Background: an optimization exercise with open tools, aiming at small area. Do not read the settings as production practice.
Where RTL was checked, it was by simulation tests only, not by an equivalence proof against the original.
Power figures rest on the tool's default switching activity, not on a simulated workload.

==> inputs of 12-23 <==
Design pid_controller_param, start of the top module:
module pid_controller_param #(
  parameter int DW   = pid_pkg::DEF_DW,
  parameter int FRAC = pid_pkg::DEF_FRAC,
  parameter int ACCW = 2*DW+4
) (
  input  logic                 clk,
  input  logic                 rst,
  input  logic                 en,
  input  logic                 clear,
  input  logic signed [DW-1:0] setpoint,
  input  logic signed [DW-1:0] feedback,
  input  logic signed [DW-1:0] kp,
  input  logic signed [DW-1:0] ki,
  input  logic signed [DW-1:0] kd,
  input  logic [ACCW-2:0]      int_limit,
  input  logic [15:0]          clk_times,
  output logic signed [DW-1:0] control_signal,
  output logic                 valid,
  output logic                 busy,
  output logic                 overrun
);
  logic [2:0]       st_q;
  logic [15:0]      cnt_q;
  logic [15:0]      e_q;       
  logic [15:0]      pe_q;      
  logic             pe_v;      
  logic [35:0]      acc_q;     
  logic             acc_c;     
  logic             acc_v;     
  logic [32:0]      t_q;       
  logic [15:0]      ctrl_q;
  logic             overrun_q;
  logic s_idle, s_p, s_i, s_d, s_sum, s_post, tick;
  assign s_idle = ~st_q[2] & ~st_q[0];             
  assign s_p    = st_q[1] & st_q[0] & ~st_q[2];
  assign s_i    = st_q[2] & st_q[0];
  assign s_d    = st_q[2] & st_q[1] & ~st_q[0];
  assign s_sum  = st_q[2] & ~st_q[1];
  assign s_post = st_q[1] & ~st_q[2] & ~st_q[0];
  logic [15:0] sub_a, sub_b, sub_sat;
  assign sub_a = s_i ? e_q  : setpoint;
  assign sub_b = s_i ? pe_q : feedback;
  ...
export LEC_CHECK = 0
export ABC_AREA = 1
export CAP_MARGIN = 20
export CORE_MARGIN = 2
export CORE_UTILIZATION = 65
export CTS_BUF_LIST = sky130_fd_sc_hd__clkbuf_8
export SLEW_MARGIN = 20
export SYNTH_HIERARCHICAL = 1
create_clock -name core_clock -period 13.5 [get_ports {clk}]
standard.sh (not shown) runs the stock make flow with config.mk's settings and CLKGATE_MAP_FILE= SYNTH_SCRIPT=/design/flow/synth_recipe.tcl, a recipe that flattens the netlist after the stock synthesis.
==> flow/flow/run.sh <==
#!/bin/bash
# Standard synthesis; then the combinational logic re-mapped for area by ABC
# (registers, full/half adder cells and tie cells kept exactly as synthesized).
# Re-mapping is tried with two ABC scripts and 1 to 3 passes of each; each result gets a quick pre-layout
# timing estimate, and the smallest one whose estimate is within the margin is
# kept (the fastest if none is). Then the standard layout, with the smallest
# buffer on the ports. Each tool logs to a file of its own here.
set -euo pipefail
export BUFFER_PORTS_ARGS="-buffer_cell sky130_fd_sc_hd__buf_1"
bash standard.sh synth > log_synth.log 2>&1
R=orfs/results/$FLOW_PLATFORM/pid_controller_param/base
P=$FLOW_HOME/platforms/$FLOW_PLATFORM
LIB=$P/lib/sky130_fd_sc_hd__tt_025C_1v80.lib
cp $R/1_2_yosys.v std_netlist.v
KEEP=$(grep -oE "sky130_fd_sc_hd__(df|edf|sdf|dl|fa_|ha_|conb)[a-z0-9_]*" std_netlist.v | sort -u | tr '\n' ' ')
MARGIN=-0.5
: > remap_choice.txt
for v in a b; do
for k in 1 2 3; do
  n=$v$k
  src=flow/remap.abc; [[ $v == b ]] && src=flow/remap_b.abc
  : > remap_$n.abc
  for i in $(seq 1 $k); do cat $src >> remap_$n.abc; done
  sed -e "s|@LIB@|$LIB|g" -e "s|@KEEP@|$KEEP|" -e "s|@TOP@|$FLOW_TOP|g" \
      -e "s|flow/remap.abc|remap_$n.abc|" -e "s|remap_stat.txt|remap_stat_$n.txt|" \
      -e "s|remap_netlist.v|remap_netlist_$n.v|" -e "s|remap_pre.txt|remap_pre_$n.txt|" \
      flow/remap.ys.in > remap_$n.ys
  yosys -l log_remap_$n.log -s remap_$n.ys > /dev/null
  a=$(awk '/Chip area for module/ {print $NF}' remap_stat_$n.txt | tail -1)
  PSTA_TLEF=$P/lef/sky130_fd_sc_hd.tlef PSTA_LEF=$P/lef/sky130_fd_sc_hd_merged.lef PSTA_LIB=$LIB \
  PSTA_NETLIST=remap_netlist_$n.v PSTA_TOP=$FLOW_TOP PSTA_SDC=$FLOW_SDC \
    openroad -no_init -exit flow/psta.tcl > log_psta_$n.log 2>&1 || true
  s=$(awk '/^BENCHPSTA/ {print $2}' log_psta_$n.log | tail -1)
  [[ -n "$s" ]] || s=-1000
  echo "$n $a $s" >> remap_choice.txt
done
done
best=$(awk -v m=$MARGIN '
  { if ($3 >= m && (ba == "" || $2 < ba)) { ba = $2; bn = $1 }
    if (fs == "" || $3 > fs) { fs = $3; fn = $1 } }
  END { print (bn != "" ? bn : fn) }' remap_choice.txt)
echo "chosen $best" >> remap_choice.txt
cp remap_netlist_$best.v $R/1_2_yosys.v
rm -f $R/1_synth.odb $R/1_synth.sdc
bash standard.sh > log_flow.log 2>&1
Other scripts of this flow, unchanged in this note and not shown: flow/flow/psta.tcl, flow/flow/remap.abc, flow/flow/remap.ys.in, flow/flow/remap_b.abc
==> 09-25: changes against 12-23 <==
- CORE_UTILIZATION: 65 -> 80
==> flow_summary_export.csv <==
group,metric,value,unit
timing,slew_headroom,33.60,%
status,status,"timing/DRC/antenna clean",
drt,dr_wl_met2,19240,µm
final_layout,clock_buffers,18,
# the run above: 12-23

==> flow_summary_export.csv <==
group,metric,value,unit
status,status,"timing/DRC/antenna clean",
drt,dr_wl_met2,20670,µm
timing,slew_headroom,27.41,%
drt,vias,12700,
power,cellInternalPower,1.168,mW
timing,hold_ws,492.3,ps
# the run above: 09-25



==> run a: inputs <==
Another version of the RTL of pid_controller_param (not shown whole).
Settings: LEC_CHECK=0, ABC_AREA=1, CAP_MARGIN=20, CORE_MARGIN=2, CORE_UTILIZATION=65, CTS_BUF_LIST=sky130_fd_sc_hd__clkbuf_8, SLEW_MARGIN=20, SYNTH_HIERARCHICAL=1; clock period 13.5 ns.
==> flow/flow/run.sh <==
#!/bin/bash
# Standard synthesis; then the combinational logic re-mapped for area by ABC
# (registers, full/half adder cells and tie cells kept exactly as synthesized).
# Re-mapping is tried with two ABC scripts and 1 to 3 passes of each, and
# with the half adder cells re-mapped too (c); each result gets a quick pre-layout
# timing estimate, and the smallest one whose estimate is within the margin is
# kept (the fastest if none is). Then the standard layout, with the smallest
# buffer on the ports. Each tool logs to a file of its own here.
set -euo pipefail
export BUFFER_PORTS_ARGS="-buffer_cell sky130_fd_sc_hd__buf_1"
bash standard.sh synth > log_synth.log 2>&1
R=orfs/results/$FLOW_PLATFORM/pid_controller_param/base
P=$FLOW_HOME/platforms/$FLOW_PLATFORM
LIB=$P/lib/sky130_fd_sc_hd__tt_025C_1v80.lib
cp $R/1_2_yosys.v std_netlist.v
KEEP=$(grep -oE "sky130_fd_sc_hd__(df|edf|sdf|dl|fa_|ha_|conb)[a-z0-9_]*" std_netlist.v | sort -u | tr '\n' ' ')
KEEPC=$(grep -oE "sky130_fd_sc_hd__(df|edf|sdf|dl|fa_|conb)[a-z0-9_]*" std_netlist.v | sort -u | tr '\n' ' ')
MARGIN=-0.5
: > remap_choice.txt
for v in a b c; do
for k in 1 2 3; do
  n=$v$k
  src=flow/remap.abc; [[ $v == b ]] && src=flow/remap_b.abc
  keep=$KEEP; [[ $v == c ]] && keep=$KEEPC
  : > remap_$n.abc
  for i in $(seq 1 $k); do cat $src >> remap_$n.abc; done
  sed -e "s|@LIB@|$LIB|g" -e "s|@KEEP@|$keep|" -e "s|@TOP@|$FLOW_TOP|g" \
      -e "s|flow/remap.abc|remap_$n.abc|" -e "s|remap_stat.txt|remap_stat_$n.txt|" \
      -e "s|remap_netlist.v|remap_netlist_$n.v|" -e "s|remap_pre.txt|remap_pre_$n.txt|" \
      flow/remap.ys.in > remap_$n.ys
  yosys -l log_remap_$n.log -s remap_$n.ys > /dev/null
  a=$(awk '/Chip area for module/ {print $NF}' remap_stat_$n.txt | tail -1)
  PSTA_TLEF=$P/lef/sky130_fd_sc_hd.tlef PSTA_LEF=$P/lef/sky130_fd_sc_hd_merged.lef PSTA_LIB=$LIB \
  PSTA_NETLIST=remap_netlist_$n.v PSTA_TOP=$FLOW_TOP PSTA_SDC=$FLOW_SDC \
    openroad -no_init -exit flow/psta.tcl > log_psta_$n.log 2>&1 || true
  s=$(awk '/^BENCHPSTA/ {print $2}' log_psta_$n.log | tail -1)
  [[ -n "$s" ]] || s=-1000
  echo "$n $a $s" >> remap_choice.txt
done
done
best=$(awk -v m=$MARGIN '
  { if ($3 >= m && (ba == "" || $2 < ba)) { ba = $2; bn = $1 }
    if (fs == "" || $3 > fs) { fs = $3; fn = $1 } }
  END { print (bn != "" ? bn : fn) }' remap_choice.txt)
echo "chosen $best" >> remap_choice.txt
cp remap_netlist_$best.v $R/1_2_yosys.v
rm -f $R/1_synth.odb $R/1_synth.sdc
bash standard.sh > log_flow.log 2>&1
Other scripts of this flow, unchanged in this note and not shown: flow/flow/psta.tcl, flow/flow/remap.abc, flow/flow/remap.ys.in, flow/flow/remap_b.abc
==> run b: changes against run a <==
--- a/flow/flow/run.sh
+++ b/flow/flow/run.sh
@@ -3,4 +3,3 @@
 # (registers, full/half adder cells and tie cells kept exactly as synthesized).
-# Re-mapping is tried with two ABC scripts and 1 to 3 passes of each, and
-# with the half adder cells re-mapped too (c); each result gets a quick pre-layout
+# Re-mapping is tried with two ABC scripts and 1 to 3 passes of each; each result gets a quick pre-layout
 # timing estimate, and the smallest one whose estimate is within the margin is
@@ -16,6 +15,5 @@
 KEEP=$(grep -oE "sky130_fd_sc_hd__(df|edf|sdf|dl|fa_|ha_|conb)[a-z0-9_]*" std_netlist.v | sort -u | tr '\n' ' ')
-KEEPC=$(grep -oE "sky130_fd_sc_hd__(df|edf|sdf|dl|fa_|conb)[a-z0-9_]*" std_netlist.v | sort -u | tr '\n' ' ')
 MARGIN=-0.5
 : > remap_choice.txt
-for v in a b c; do
+for v in a b; do
 for k in 1 2 3; do
@@ -23,6 +21,5 @@
   src=flow/remap.abc; [[ $v == b ]] && src=flow/remap_b.abc
-  keep=$KEEP; [[ $v == c ]] && keep=$KEEPC
   : > remap_$n.abc
   for i in $(seq 1 $k); do cat $src >> remap_$n.abc; done
-  sed -e "s|@LIB@|$LIB|g" -e "s|@KEEP@|$keep|" -e "s|@TOP@|$FLOW_TOP|g" \
+  sed -e "s|@LIB@|$LIB|g" -e "s|@KEEP@|$KEEP|" -e "s|@TOP@|$FLOW_TOP|g" \
       -e "s|flow/remap.abc|remap_$n.abc|" -e "s|remap_stat.txt|remap_stat_$n.txt|" \
==> qor summary <==
item	run b	run a
Outcome	finished clean	finished clean
Combinational gate power	1.02 mW	1.05 mW
Netlist Area Pre-Place	14000 um^2	14000 um^2
Count of inverters other than clock inverters in the layout	32	22
Setup ws final	0.767 ns	0.619 ns
Core occupancy in the finished layout	0.746	0.746
Setup WS pre-CTS	0.135 ns	0.191 ns
Reg2Reg Depth	45	42
Total of plain and repair buffers excluding clock buffers	199	201
Setup slack of the worst register-to-register path	1.20 ns	1.80 ns
Wire length per cell after detailed routing	21.5 um	20.5 um
Final estimated routing congestion in global placement	0.895	0.945
Destination of the worst register-to-register timing path	acc_q[1]	acc_q[0]
Critical path buffers and inverters	4	5
NetSw	826 uW	894 uW
Fill cells	1551	1562
Fraction of layout cells with a size suffix above 1	0.0533	0.0540
HPWL Detailed	28.7 mm	28.7 mm
Clock latency on the worst-skew pair	0.48 ns	0.49 ns
Total Die Area	22800 um^2	22700 um^2
Worst IR drop on VDD	0.000109 V	0.000147 V
Via count	11300	11800
Met1 usage in global routing	0.438	0.458
Cell area after layout	15700 um^2	15700 um^2
Function was not checked in any run of this note: the RTL went through the layout flow alone.


==> inputs of 11-25 <==
pid_controller_param, a different RTL version from the one above (not shown whole).
==> module pid_booth, before the edit <==
module pid_booth (
  input  logic [15:0]  kp,
  input  logic [15:0]  ki,
  input  logic [15:0]  kd,
  input  logic         sel_p,
  input  logic         sel_i,
  input  logic         sel_d,
  input  logic [15:0]  e,
  output logic [127:0] pp,
  output logic [7:0]   ppn,
  output logic [7:0]   neg
);
  logic [15:0] g;
  logic [16:0] ge;
  assign g  = (kp & {16{sel_p}}) | (ki & {16{sel_i}}) | (kd & {16{sel_d}});
  assign ge = {g, 1'b0};
  genvar i, j;
  generate
    for (i = 0; i < 8; i++) begin : g_row
      logic b2, b1, b0, one, two;
      assign b2 = e[2*i+1];
      assign b1 = e[2*i];
      if (i == 0) begin : g_lsb
        assign b0 = 1'b0;
      end else begin : g_mid
        assign b0 = e[2*i-1];
      end
      assign one    = b1 ^ b0;
      assign two    = (b2 & ~b1 & ~b0) | (~b2 & b1 & b0);
      assign neg[i] = b2;
      for (j = 0; j < 16; j++) begin : g_pp
        pid_ppbit u_pp (.g1(g[j]), .g0(ge[j]), .one(one), .two(two), .neg(b2), .pp(pp[16*i+j]));
      end
      assign ppn[i] = ~((g[15] & (one | two)) ^ b2);
    end
  endgenerate
endmodule
==> module pid_ppbit, before the edit <==
module pid_ppbit (
  input  logic g1,
  input  logic g0,
  input  logic one,
  input  logic two,
  input  logic neg,
  output logic pp
);
  assign pp = ((g1 & one) | (g0 & two)) ^ neg;
endmodule
clock: 13.5 ns
lec_check: 0
abc_area: 0
cap_margin: 20
core_margin: 2
core_utilization: 40
cts_buf_list: sky130_fd_sc_hd__clkbuf_8
slew_margin: 20
synth_hierarchical: 1
==> flow/flow/run.sh <==
#!/bin/bash
# Standard layout, with the smallest buffer on the ports and downsizing of
# non-critical gates after global routing.
set -euo pipefail
export BUFFER_PORTS_ARGS="-buffer_cell sky130_fd_sc_hd__buf_1"
export RECOVER_POWER=100
bash standard.sh > flow_standard.log 2>&1
==> inputs of 01-15, as changes to 11-25 <==
--- a/flow/design.v
+++ b/flow/design.v
@@ -234,3 +234,3 @@
       for (j = 0; j < 16; j++) begin : g_pp
-        pid_ppbit u_pp (.g1(g[j]), .g0(ge[j]), .one(one), .two(two), .neg(b2), .pp(pp[16*i+j]));
+        assign pp[16*i+j] = ((g[j] & one) | (ge[j] & two)) ^ b2;
       end
@@ -240,12 +240,2 @@
 endmodule
-module pid_ppbit (
-  input  logic g1,
-  input  logic g0,
-  input  logic one,
-  input  logic two,
-  input  logic neg,
-  output logic pp
-);
-  assign pp = ((g1 & one) | (g0 & two)) ^ neg;
-endmodule
 module pid_tree (
==> flow/flow/run.sh (replaced) <==
#!/bin/bash
# Standard synthesis, then the combinational logic re-mapped for area (registers,
# adder cells and tie cells untouched), then the standard layout with the
# smallest buffer on the ports. Each tool writes its log to a file here.
set -euo pipefail
export BUFFER_PORTS_ARGS="-buffer_cell sky130_fd_sc_hd__buf_1"
bash standard.sh synth > log_synth.log 2>&1
R=orfs/results/$FLOW_PLATFORM/pid_controller_param/base
LIB=$FLOW_HOME/platforms/$FLOW_PLATFORM/lib/sky130_fd_sc_hd__tt_025C_1v80.lib
cp $R/1_2_yosys.v std_netlist.v
KEEP=$(grep -oE "sky130_fd_sc_hd__(df|edf|sdf|dl|fa_|ha_|conb)[a-z0-9_]*" std_netlist.v | sort -u | tr '\n' ' ')
sed -e "s|@LIB@|$LIB|g" -e "s|@KEEP@|$KEEP|" -e "s|@TOP@|$FLOW_TOP|g" flow/remap.ys.in > remap.ys
yosys -l log_remap.log -s remap.ys > /dev/null
cp remap_netlist.v $R/1_2_yosys.v
rm -f $R/1_synth.odb $R/1_synth.sdc
bash standard.sh > log_flow.log 2>&1
==> flow/flow/remap.abc (new file) <==
&get -n
&st
&dch
&nf -R 1000
&put
==> flow/flow/remap.ys.in (new file) <==
# Re-map the combinational logic of the standard synthesis netlist for area.
# Registers, full/half adders and tie cells are kept as blackboxes, untouched.
read_liberty -ignore_miss_func -ignore_miss_dir @LIB@
read_verilog std_netlist.v
hierarchy -top @TOP@
blackbox @KEEP@
flatten
hierarchy -top @TOP@
opt_clean -purge
tee -o remap_pre.txt stat
abc -liberty @LIB@ -script flow/remap.abc -dont_use sky130_fd_sc_hd__lpflow_bleeder_1 -dont_use sky130_fd_sc_hd__lpflow_clkbufkapwr_1 -dont_use sky130_fd_sc_hd__lpflow_clkbufkapwr_16 -dont_use sky130_fd_sc_hd__lpflow_clkbufkapwr_2 -dont_use sky130_fd_sc_hd__lpflow_clkbufkapwr_4 -dont_use sky130_fd_sc_hd__lpflow_clkbufkapwr_8 -dont_use sky130_fd_sc_hd__lpflow_clkinvkapwr_1 -dont_use sky130_fd_sc_hd__lpflow_clkinvkapwr_16 -dont_use sky130_fd_sc_hd__lpflow_clkinvkapwr_2 -dont_use sky130_fd_sc_hd__lpflow_clkinvkapwr_4 -dont_use sky130_fd_sc_hd__lpflow_clkinvkapwr_8 -dont_use sky130_fd_sc_hd__lpflow_decapkapwr_12 -dont_use sky130_fd_sc_hd__lpflow_decapkapwr_3 -dont_use sky130_fd_sc_hd__lpflow_decapkapwr_4 -dont_use sky130_fd_sc_hd__lpflow_decapkapwr_6 -dont_use sky130_fd_sc_hd__lpflow_decapkapwr_8 -dont_use sky130_fd_sc_hd__lpflow_inputiso0n_1 -dont_use sky130_fd_sc_hd__lpflow_inputiso0p_1 -dont_use sky130_fd_sc_hd__lpflow_inputiso1n_1 -dont_use sky130_fd_sc_hd__lpflow_inputiso1p_1 -dont_use sky130_fd_sc_hd__lpflow_inputisolatch_1 -dont_use sky130_fd_sc_hd__lpflow_isobufsrc_1 -dont_use sky130_fd_sc_hd__lpflow_isobufsrc_16 -dont_use sky130_fd_sc_hd__lpflow_isobufsrc_2 -dont_use sky130_fd_sc_hd__lpflow_isobufsrc_4 -dont_use sky130_fd_sc_hd__lpflow_isobufsrc_8 -dont_use sky130_fd_sc_hd__lpflow_isobufsrckapwr_16 -dont_use sky130_fd_sc_hd__lpflow_lsbuf_lh_hl_isowell_tap_1 -dont_use sky130_fd_sc_hd__lpflow_lsbuf_lh_hl_isowell_tap_2 -dont_use sky130_fd_sc_hd__lpflow_lsbuf_lh_hl_isowell_tap_4 -dont_use sky130_fd_sc_hd__lpflow_lsbuf_lh_isowell_4 -dont_use sky130_fd_sc_hd__lpflow_lsbuf_lh_isowell_tap_1 -dont_use sky130_fd_sc_hd__lpflow_lsbuf_lh_isowell_tap_2 -dont_use sky130_fd_sc_hd__lpflow_lsbuf_lh_isowell_tap_4 -dont_use sky130_fd_sc_hd__probe_p_8 -dont_use sky130_fd_sc_hd__probec_p_8 
opt_clean -purge
hilomap -singleton -hicell sky130_fd_sc_hd__conb_1 HI -locell sky130_fd_sc_hd__conb_1 LO
rename -hide w:*.*
opt_clean -purge
tee -o remap_stat.txt stat -liberty @LIB@
write_verilog -noattr -nohex -nodec remap_netlist.v
Settings changed: ABC_AREA 0 to 1.
==> inputs of 06-14, as changes to 11-25 <==
--- a/flow/design.v
+++ b/flow/design.v
@@ -234,3 +234,3 @@
       for (j = 0; j < 16; j++) begin : g_pp
-        pid_ppbit u_pp (.g1(g[j]), .g0(ge[j]), .one(one), .two(two), .neg(b2), .pp(pp[16*i+j]));
+        assign pp[16*i+j] = ((g[j] & one) | (ge[j] & two)) ^ b2;
       end
@@ -240,12 +240,2 @@
 endmodule
-module pid_ppbit (
-  input  logic g1,
-  input  logic g0,
-  input  logic one,
-  input  logic two,
-  input  logic neg,
-  output logic pp
-);
-  assign pp = ((g1 & one) | (g0 & two)) ^ neg;
-endmodule
 module pid_tree (
==> flow/flow/run.sh (replaced) <==
#!/bin/bash
# Standard synthesis, then the combinational logic re-mapped for area (registers,
# adder cells and tie cells untouched), then the standard layout with the
# smallest buffer on the ports. Each tool writes its log to a file here.
set -euo pipefail
export BUFFER_PORTS_ARGS="-buffer_cell sky130_fd_sc_hd__buf_1"
bash standard.sh synth > log_synth.log 2>&1
R=orfs/results/$FLOW_PLATFORM/pid_controller_param/base
LIB=$FLOW_HOME/platforms/$FLOW_PLATFORM/lib/sky130_fd_sc_hd__tt_025C_1v80.lib
cp $R/1_2_yosys.v std_netlist.v
KEEP=$(grep -oE "sky130_fd_sc_hd__(df|edf|sdf|dl|fa_|ha_|conb)[a-z0-9_]*" std_netlist.v | sort -u | tr '\n' ' ')
sed -e "s|@LIB@|$LIB|g" -e "s|@KEEP@|$KEEP|" -e "s|@TOP@|$FLOW_TOP|g" flow/remap.ys.in > remap.ys
yosys -l log_remap.log -s remap.ys > /dev/null
cp remap_netlist.v $R/1_2_yosys.v
rm -f $R/1_synth.odb $R/1_synth.sdc
bash standard.sh > log_flow.log 2>&1
==> flow/flow/remap.abc (new file) <==
&get -n
&st
&dch
&nf -R 1000
&put
==> flow/flow/remap.ys.in (new file) <==
# Re-map the combinational logic of the standard synthesis netlist for area.
# Registers, full/half adders and tie cells are kept as blackboxes, untouched.
read_liberty -ignore_miss_func -ignore_miss_dir @LIB@
read_verilog std_netlist.v
hierarchy -top @TOP@
blackbox @KEEP@
flatten
hierarchy -top @TOP@
opt_clean -purge
tee -o remap_pre.txt stat
abc -liberty @LIB@ -script flow/remap.abc -dont_use sky130_fd_sc_hd__lpflow_bleeder_1 -dont_use sky130_fd_sc_hd__lpflow_clkbufkapwr_1 -dont_use sky130_fd_sc_hd__lpflow_clkbufkapwr_16 -dont_use sky130_fd_sc_hd__lpflow_clkbufkapwr_2 -dont_use sky130_fd_sc_hd__lpflow_clkbufkapwr_4 -dont_use sky130_fd_sc_hd__lpflow_clkbufkapwr_8 -dont_use sky130_fd_sc_hd__lpflow_clkinvkapwr_1 -dont_use sky130_fd_sc_hd__lpflow_clkinvkapwr_16 -dont_use sky130_fd_sc_hd__lpflow_clkinvkapwr_2 -dont_use sky130_fd_sc_hd__lpflow_clkinvkapwr_4 -dont_use sky130_fd_sc_hd__lpflow_clkinvkapwr_8 -dont_use sky130_fd_sc_hd__lpflow_decapkapwr_12 -dont_use sky130_fd_sc_hd__lpflow_decapkapwr_3 -dont_use sky130_fd_sc_hd__lpflow_decapkapwr_4 -dont_use sky130_fd_sc_hd__lpflow_decapkapwr_6 -dont_use sky130_fd_sc_hd__lpflow_decapkapwr_8 -dont_use sky130_fd_sc_hd__lpflow_inputiso0n_1 -dont_use sky130_fd_sc_hd__lpflow_inputiso0p_1 -dont_use sky130_fd_sc_hd__lpflow_inputiso1n_1 -dont_use sky130_fd_sc_hd__lpflow_inputiso1p_1 -dont_use sky130_fd_sc_hd__lpflow_inputisolatch_1 -dont_use sky130_fd_sc_hd__lpflow_isobufsrc_1 -dont_use sky130_fd_sc_hd__lpflow_isobufsrc_16 -dont_use sky130_fd_sc_hd__lpflow_isobufsrc_2 -dont_use sky130_fd_sc_hd__lpflow_isobufsrc_4 -dont_use sky130_fd_sc_hd__lpflow_isobufsrc_8 -dont_use sky130_fd_sc_hd__lpflow_isobufsrckapwr_16 -dont_use sky130_fd_sc_hd__lpflow_lsbuf_lh_hl_isowell_tap_1 -dont_use sky130_fd_sc_hd__lpflow_lsbuf_lh_hl_isowell_tap_2 -dont_use sky130_fd_sc_hd__lpflow_lsbuf_lh_hl_isowell_tap_4 -dont_use sky130_fd_sc_hd__lpflow_lsbuf_lh_isowell_4 -dont_use sky130_fd_sc_hd__lpflow_lsbuf_lh_isowell_tap_1 -dont_use sky130_fd_sc_hd__lpflow_lsbuf_lh_isowell_tap_2 -dont_use sky130_fd_sc_hd__lpflow_lsbuf_lh_isowell_tap_4 -dont_use sky130_fd_sc_hd__probe_p_8 -dont_use sky130_fd_sc_hd__probec_p_8 
opt_clean -purge
hilomap -singleton -hicell sky130_fd_sc_hd__conb_1 HI -locell sky130_fd_sc_hd__conb_1 LO
rename -hide w:*.*
opt_clean -purge
tee -o remap_stat.txt stat -liberty @LIB@
write_verilog -noattr -nohex -nodec remap_netlist.v
Settings changed: ABC_AREA 0 to 1, CORE_UTILIZATION 40 to 65.
==> summary.md <==
| Metric | Value |
|---|---|
| Slew Viols, Final | 304 |
| Post-Syn Area | 17,700 um2 |
| P_int | approximately 1200 uW |
| Vias in the first global route | 12,600 |
| Max-cap violations | 11 |
| Status | failed layout checks |
| SO Viols | max-capacitance violations, max-slew violations |
| Min Tclk post-route | roughly 11 ns |
| Layout cells sized above 1 | 0.126 |
# the run above: 11-25

==> summary.md <==
| Metric | Value |
|---|---|
| Status | timing/DRC/antenna clean |
| Slew Viols, Final | 0 |
| Max-cap violations | 0 |
| GR peak layer | met2 |
| Post-Syn Area | 14,900 um2 |
| Root Driver | clkbuf_8 |
| CP max FO | 69 |
| Hold depth | 2 |
| Iter 0 DRT Violations | 839 |
| Min Tclk post-route | between 10 and 15 ns |
| Layout cells sized above 1 | 0.0524 |
| Seq_cells | between 100 and 150 |
| Vias in the first global route | ~12,000 |
| Final WS setup | ~1.9 ns |
# the run above: 06-14

==> summary.md <==
| Metric | Value |
|---|---|
| Status | timing/DRC/antenna clean |
| Multi-input gate share of total cell area | 0.633 |
| Max-cap violations | 0 |
| Largest class | multi-input gates |
| Post-Syn Area | 14,900 um2 |
| Routed vias/inst | about 5.6 |
| P_int | around 1200 uW |
| Min Tclk post-route | between 10 and 15 ns |
| Layout cells sized above 1 | 0.0549 |
| Hold_sp | acc_v |
| Routing usage on met1 | 0.317 |
| Most common cell after layout, fill and taps aside | fa_1 |
| Root Driver | clkbuf_8 |
| Pwr Density | 129 nW/um2 |
# the run above: 01-15

No run of this note included a check of the RTL's function; only the layout flow was run.

==> re-timing with driven ports <==
No port has a modelled driver above. Below, the same layouts with a new extraction and two added sets of constraints. Step 1 sets driving cells, clkbuf_16 on the clock port and buf_2 on the other inputs (assumed; they add their load-dependent delay and slew). Step 2 moves the port delays by t, midway between the first and last clock arrival at a register: inputs arrive t later, outputs are due t later. That takes back most of the time a late clock gives input paths. Three values: ideal ports, drivers, drivers and shift; two values: the first two.
run	t (ns)	slack for setup (ns)	hold WS [ns]	worst register clock-pin slew, ns	cell pins on the clock port's net
12-23	0.503	1.098 / 1.120 / 0.617	0.500 / 0.500 / 0.500	0.10 / 0.10	1
09-25	0.518	0.776 / 0.797 / 0.279	0.492 / 0.492 / 0.492	0.10 / 0.10	1
run a	0.523	0.619 / 0.644 / 0.121	0.495 / 0.495 / 0.495	0.10 / 0.10	1
run b	0.516	0.767 / 0.788 / 0.272	0.500 / 0.500 / 0.500	0.10 / 0.10	1
11-25	0.528	2.022 / 2.056 / 1.528	0.518 / 0.518 / 0.518	0.11 / 0.11	1
01-15	0.542	1.935 / 1.959 / 1.418	0.507 / 0.507 / 0.507	0.10 / 0.10	1
06-14	0.509	1.905 / 1.927 / 1.418	0.499 / 0.499 / 0.499	0.10 / 0.10	1
The setup slack of 01-15, which loses most, moves by +0.024 ns with the drivers and by -0.517 ns with both steps.
